This is an optimization exercise on Yosys and OpenROAD, whose aim is small area, a short achievable clock period and few clock cycles per item, not a production implementation.
Only simulation tests tie the RTL to the original design; equivalence was not proved.

### config.mk
export PLATFORM = sky130hd
export DESIGN_NAME = muldiv_unit
export DESIGN_NICKNAME = muldiv_unit
export VERILOG_FILES = /design/flow/design.v
export SDC_FILE = /design/flow/constraint.sdc
export NUM_CORES = 4
export LEC_CHECK = 0
export CAP_MARGIN = 20
export CORE_MARGIN = 2
export CORE_UTILIZATION = 40
export SLEW_MARGIN = 20
### constraint.sdc
create_clock -name core_clock -period 11.0 [get_ports {clk}]
set_input_delay 2.2000 -clock core_clock [delete_from_list [all_inputs] [get_ports {clk}]]
set_output_delay 2.2000 -clock core_clock [all_outputs]
set_load 0.01 [all_outputs]
### run.sh
#!/bin/bash
# synth_recipe.tcl (not shown) runs the flow's synth.tcl, then flattens the netlist and writes it again
# the make line also repeats each setting of config.mk as NAME=value (left out here)
make -C /OpenROAD-flow-scripts/flow DESIGN_CONFIG=/design/flow/config.mk WORK_HOME=/design/flow/orfs CLKGATE_MAP_FILE= SYNTH_SCRIPT=/design/flow/synth_recipe.tcl finish
### design.v
module muldiv_unit #(
    parameter int XLEN       = 32,
    parameter int MUL_STAGES = 2
) (
    input  logic            clk,
    input  logic            reset,
    input  logic            flush,
    input  logic            in_valid,
    output logic            in_ready,
    input  logic [2:0]      op,
    input  logic [XLEN-1:0] operand_1,
    input  logic [XLEN-1:0] operand_2,
    output logic            out_valid,
    input  logic            out_ready,
    output logic [XLEN-1:0] result,
    output logic            zero,
    output logic            busy
);
    localparam int CW = $clog2(XLEN + 1);
    localparam logic [CW-1:0]   MUL_LAST   = CW'(MUL_STAGES > 1 ? MUL_STAGES - 2 : 0);
    localparam logic [CW-1:0]   DIV_LAST   = CW'(XLEN);
    localparam logic [XLEN-1:0] SIGNED_MIN = {1'b1, {(XLEN-1){1'b0}}};
    typedef enum logic [1:0] {
        S_IDLE,
        S_MUL,
        S_DIV,
        S_DONE
    } state_t;
    state_t          r_state;
    state_t          w_next;
    logic [1:0]      r_op;         
    logic [XLEN-1:0] r_a;
    logic [XLEN-1:0] r_b;
    logic [XLEN-1:0] r_rem;        
    logic [XLEN-1:0] r_quo;        
    logic [XLEN-1:0] r_dvs;        
    logic            r_neg_q;
    logic            r_neg_r;
    logic [CW-1:0]   r_cnt;
    logic [XLEN-1:0] r_result;
    function automatic logic [XLEN-1:0] mul_calc(input logic [1:0] f,
                                                 input logic [XLEN-1:0] a,
                                                 input logic [XLEN-1:0] b);
        logic            sa;
        logic            sb;
        logic [2*XLEN-1:0] ea;
        logic [2*XLEN-1:0] eb;
        logic [2*XLEN-1:0] p;
        sa = (f == 2'b01) || (f == 2'b10);
        sb = (f == 2'b01);
        ea = {{XLEN{sa & a[XLEN-1]}}, a};
        eb = {{XLEN{sb & b[XLEN-1]}}, b};
        p  = ea * eb;
        mul_calc = (f == 2'b00) ? p[XLEN-1:0] : p[2*XLEN-1:XLEN];
    endfunction
    logic            w_accept;
    logic            w_is_div;
    logic            w_div_zero;
    logic            w_div_ovf;
    logic            w_special;
    logic [XLEN-1:0] w_special_res;
    logic            w_a_neg;
    logic            w_b_neg;
    logic [XLEN-1:0] w_a_mag;
    logic [XLEN-1:0] w_b_mag;
    assign w_accept   = in_valid && (r_state == S_IDLE) && !flush;
    assign w_is_div   = op[2];
    assign w_div_zero = (operand_2 == '0);
    assign w_div_ovf  = !op[0] && (operand_1 == SIGNED_MIN) && (operand_2 == '1);
    assign w_special  = w_div_zero || w_div_ovf;
    assign w_special_res = w_div_zero ? (op[1] ? operand_1 : '1)
                                      : (op[1] ? '0 : operand_1);
    assign w_a_neg = !op[0] && operand_1[XLEN-1];
    assign w_b_neg = !op[0] && operand_2[XLEN-1];
    assign w_a_mag = w_a_neg ? -operand_1 : operand_1;
    assign w_b_mag = w_b_neg ? -operand_2 : operand_2;
    logic [XLEN:0] w_shift;
    logic [XLEN:0] w_diff;
    logic          w_ge;
    assign w_shift = {r_rem, r_quo[XLEN-1]};
    assign w_diff  = w_shift - {1'b0, r_dvs};
    assign w_ge    = !w_diff[XLEN];
    always_ff @(posedge clk or posedge reset) begin
        if (reset) begin
            r_state <= S_IDLE;
        end else begin
            r_state <= w_next;
        end
    end
    always_comb begin
        w_next    = r_state;
        in_ready  = 1'b0;
        out_valid = 1'b0;
        busy      = 1'b1;
        case (r_state)
            S_IDLE: begin
                in_ready = 1'b1;
                busy     = 1'b0;
                if (w_accept) begin
                    if (w_is_div)
                        w_next = w_special ? S_DONE : S_DIV;
                    else
                        w_next = (MUL_STAGES == 1) ? S_DONE : S_MUL;
                end
            end
            S_MUL: if (r_cnt == MUL_LAST) w_next = S_DONE;
            S_DIV: if (r_cnt == DIV_LAST) w_next = S_DONE;
            S_DONE: begin
                out_valid = 1'b1;
                if (out_ready) w_next = S_IDLE;
            end
            default: w_next = S_IDLE;
        endcase
        if (flush) w_next = S_IDLE;
    end
    always_ff @(posedge clk or posedge reset) begin
        if (reset) begin
            r_op     <= '0;
            r_a      <= '0;
            r_b      <= '0;
            r_rem    <= '0;
            r_quo    <= '0;
            r_dvs    <= '0;
            r_neg_q  <= 1'b0;
            r_neg_r  <= 1'b0;
            r_cnt    <= '0;
            r_result <= '0;
        end else begin
            case (r_state)
                S_IDLE: begin
                    if (w_accept) begin
                        r_op    <= op[1:0];
                        r_a     <= operand_1;
                        r_b     <= operand_2;
                        r_rem   <= '0;
                        r_quo   <= w_a_mag;
                        r_dvs   <= w_b_mag;
                        r_neg_q <= w_a_neg ^ w_b_neg;
                        r_neg_r <= w_a_neg;
                        r_cnt   <= '0;
                        if (w_is_div && w_special)
                            r_result <= w_special_res;
                        else if (!w_is_div && MUL_STAGES == 1)
                            r_result <= mul_calc(op[1:0], operand_1, operand_2);
                    end
                end
                S_MUL: begin
                    r_cnt <= r_cnt + 1'b1;
                    if (w_next == S_DONE)
                        r_result <= mul_calc(r_op, r_a, r_b);
                end
                S_DIV: begin
                    if (r_cnt != DIV_LAST) begin
                        r_rem <= w_ge ? w_diff[XLEN-1:0] : w_shift[XLEN-1:0];
                        r_quo <= {r_quo[XLEN-2:0], w_ge};
                        r_cnt <= r_cnt + 1'b1;
                    end else if (!flush) begin
                        if (r_op[1])
                            r_result <= r_neg_r ? -r_rem : r_rem;
                        else
                            r_result <= r_neg_q ? -r_quo : r_quo;
                    end
                end
                default: ;
            endcase
        end
    end
    assign result = r_result;
    assign zero   = out_valid && (r_result == '0);
endmodule
==> summary.txt <==
[Yosys cell counts, drive strengths merged, types with 24 or more instances]
library cell	count
fa	1126
and2	280
or3	30
clkbuf	345
nand3	44
nor2	162
nand2b	24
mux2i	35
a21o	41
nand4	30
o21ai	259
a21oi	185
nor3	45
nand2	1188
ha	257
inv	1274
xor2	84
xnor2	120
o31ai	41
dfrtp	203
and3	31
[layer usage]
layer / wire length, um / up-vias / GRT usage, % / part of all wire, %
met4: 7694 / 0 / 9.198 / 4.6
met5: 0 / - / 0 / 0
met2: 79870 / 1509 / 42.50 / 48
met1: 68010 / 21613 / 32.98 / 41
li1: - / 18353 / - / -
met3: 10340 / 338 / 2.684 / 6.2
[registers in the layout, summed over array words and instances (netlist names), 6 cells and up]
signal / count
r_result: 32
r_quo: 32
r_dvs: 32
r_rem: 32
r_cnt: 6
r_b: 31
r_a: 32
[stage by stage]
stage / util (%) / instances
3_3_place_gp: 42.27 / 7754
2_1_floorplan: - / 6144
6_report: 43.00 / 7802
5_1_grt: 43.00 / 7801
4_1_cts: 43.00 / 7801
3_5_place_dp: 42.28 / 7755
[placed cells by master, fill, tap and decap left out, drive strengths merged, types with 44 or more instances in the layout]
master         netlist  layout
ha                 257     257
a21oi              185     185
xor2                84      84
fa                1126    1126
nand2             1188    1188
buf                 15     109
xnor2              120     120
dfrtp              203     203
nor2               162     162
o21ai              259     259
clkdlybuf4s50        0     107
nand3               44      44
nor3                45      45
inv               1274    1275
and2               280     280
[how the worst min path moves through the flow]
stage | startpoint | endpoint | slack, ps | cells past startpoint
2_1_floorplan | r_dvs[10] | r_dvs[10] | 450 | 2
3_3_place_gp | r_a[10] | r_a[10] | 460 | 2
3_5_place_dp | r_a[10] | r_a[10] | 470 | 2
4_1_cts | r_a[10] | r_a[10] | 480 | 2
5_1_grt | r_a[20] | r_a[20] | 510 | 2
6_report | r_a[10] | r_a[10] | 480 | 2
[worst register-to-register path, delay by kind of cell, from the launching register on]
kind,cells,cell delay (ps)
flops,1,360
buf+inv,9,1470
compound gates,7,1500
fa+ha+maj,10,4990
simple gates,3,1210
[logic make-up after synthesis]
group / after synthesis / synth area share (%)
flip-flops: 203 / 9.643
XOR/XNOR: 204 / 3.392
multiplexers: 36 / 0.6865
adder cells (fa/ha/maj): 1406 / 49.33
AND/OR/NAND/NOR: 1924 / 16.48
buffers and inverters: 1635 / 11.70
AO/OA/AOI/OAI: 736 / 8.767
[area by class of cell]
cell class                      instances  area share (%)
Antenna cell                            1        0.004438
Inverter                             1275           8.500
Sequential cell                       203           9.020
Clock buffer                           33           1.274
Multi-Input combinational cell       4306           73.54
Clock inverter                         13          0.3972
Tap cell                             1755           3.894
Timing Repair Buffer                  216           3.373
==> impl_metrics.tcl <==
set metrics [dict create \
    holdWs_ps 478.1 \
    antenna_found_initial 5 \
    synth_edf_count 0 \
    finalNetCount 7484 \
    yosys_warnings 1 \
    dp.final_hpwl_um 133400 \
    drc 0 \
    die_y_um 366.9 \
    status "complete, no violations" \
    worstSetupStartpoint "r_op[0]" \
    start_util_pct 40.17 \
    fin_crit_sh_pct 87.82 \
    path_buf_inv 9 \
    synth_area_leaders "fa_1 (43%), dfrtp_1 (9.6%), inv_1 (9.1%), nand2_1 (8.5%), ha_1 (6.1%)" \
    syn2layout_area_growth_pct 7.050 \
    crit_arrival_ps 10110 \
    die_x_um 366.9 \
    first_pass_iters 7 \
    crit_fanout 20 \
    root_buffer "clkbuf_16" \
    placed_area_um2 55440 \
    wire_per_inst_um 21.27 \
    fin_crit_ps 9660 \
    fin_tns_setup_ps 0 \
    r2r_start "r_op[0]" \
    yosysUniqueCellTypes 86 \
    fin_ws_ps 1340 \
    fmax_mhz 103.5 \
    slowest_delay_ps 920 \
    num_rows 133 \
    drt_iter0_drc 3225 \
    skew_ps 25.97 \
    grt_pass1_wl_um 261800 \
    slew_headroom_pct 23.74 \
    grt_max_degree 99 \
    fill_cells 13284 \
    gr-total-overflow 0 \
    htree_num_levels 1 \
    grt.total_usage_pct 25.01 \
    cts_setup_buffers 0 \
    netlist_instances 6144 \
    clock_sinks 203 \
    rrSetupSlack_ps 1340 \
    grt_pass1_vias 44415 \
    cp-start-kind "register" \
    worstSetupPathType "reg -> reg" \
    hold_path_class "reg -> reg" \
    setup_viol 0 \
    required_ps 11450 \
    portBuffers 107 \
    critical_path_depth 29 \
    critPathCapture "r_result[25]" \
    rsz0062_at_grt "no" \
    post-route-cell-area_um2 56390 \
    viasPerCell 5.359 \
    cts_buffer_depth 3 \
    worst-r2r-cell-count 29 \
    synth_nets 7599 \
    ys_ff_latch 203 \
    ys_seq_area_share_pct 9.643 \
    cp_top_family "adder cells" \
    drv_slew 0 \
    holdBufCountCts 0 \
    finalHoldViolations 0 \
    multi_input_area_um2 41470 \
    core_area_um2 131100 \
    synthesis.area_um2 52680 \
    synth_top_area_share_pct 42.79 \
    numCtsBuffers 27 \
    slowest_stage "fa_1" \
    postRouteAntennaNets 0 \
    async_reset_ff_share_pct 100.0 \
    ys.flop_type "dfrtp_1" \
    vias 41813 \
    maxCapViolCount 0 \
    regArea_um2 5086 \
    dieArea_um2 134600 \
    drive_above_1_share_pct 3.341 \
    cts_tree "done" \
    gp_routability_congestion 0.9493 \
    crit_path_end_kind "register" \
    ios 108 \
    syn_avg_cell_area_um2 8.574 \
    timing.rr.end "r_result[25]" \
    place_ws_ps 1507 \
    insertion_delay_ps 570 \
    tightest_slew_ps 1144 \
    yosys.area.top_type "fa_1" \
    cts_resized 0 \
    finalWirelength_um 165900 \
    cts.clk_slew.worst_paths_ps 60 \
]
Testbench counts, summed over its fixed seeds: cycles 91,162, ops 4,800.

## separate check: timing with driven ports
No port has a modelled driver above. Below, the same layout with a new extraction and two added sets of constraints. Step 1 (the two cells are an assumption about what drives the block):
set clk [get_ports {clk}]
set_driving_cell -lib_cell sky130_fd_sc_hd__clkbuf_16 $clk
set_driving_cell -lib_cell sky130_fd_sc_hd__buf_2 [delete_from_list [all_inputs] $clk]
Step 2 times the ports against the registers' clock, not the clock port: input delays grow and output delays shrink by t, the midpoint of the rising clock arrivals with the driver on. Slacks: ideal / step 1 / step 2; pairs: ideal / step 1.
t (ns): 0.594
setup slack, ns: 1.340 / 1.340 / 1.340
cell pins on the clock port's net: 1
After both steps this run still meets setup and hold. The setup slack of this run moves by 0.000 ns with the drivers and by 0.000 ns with both steps.
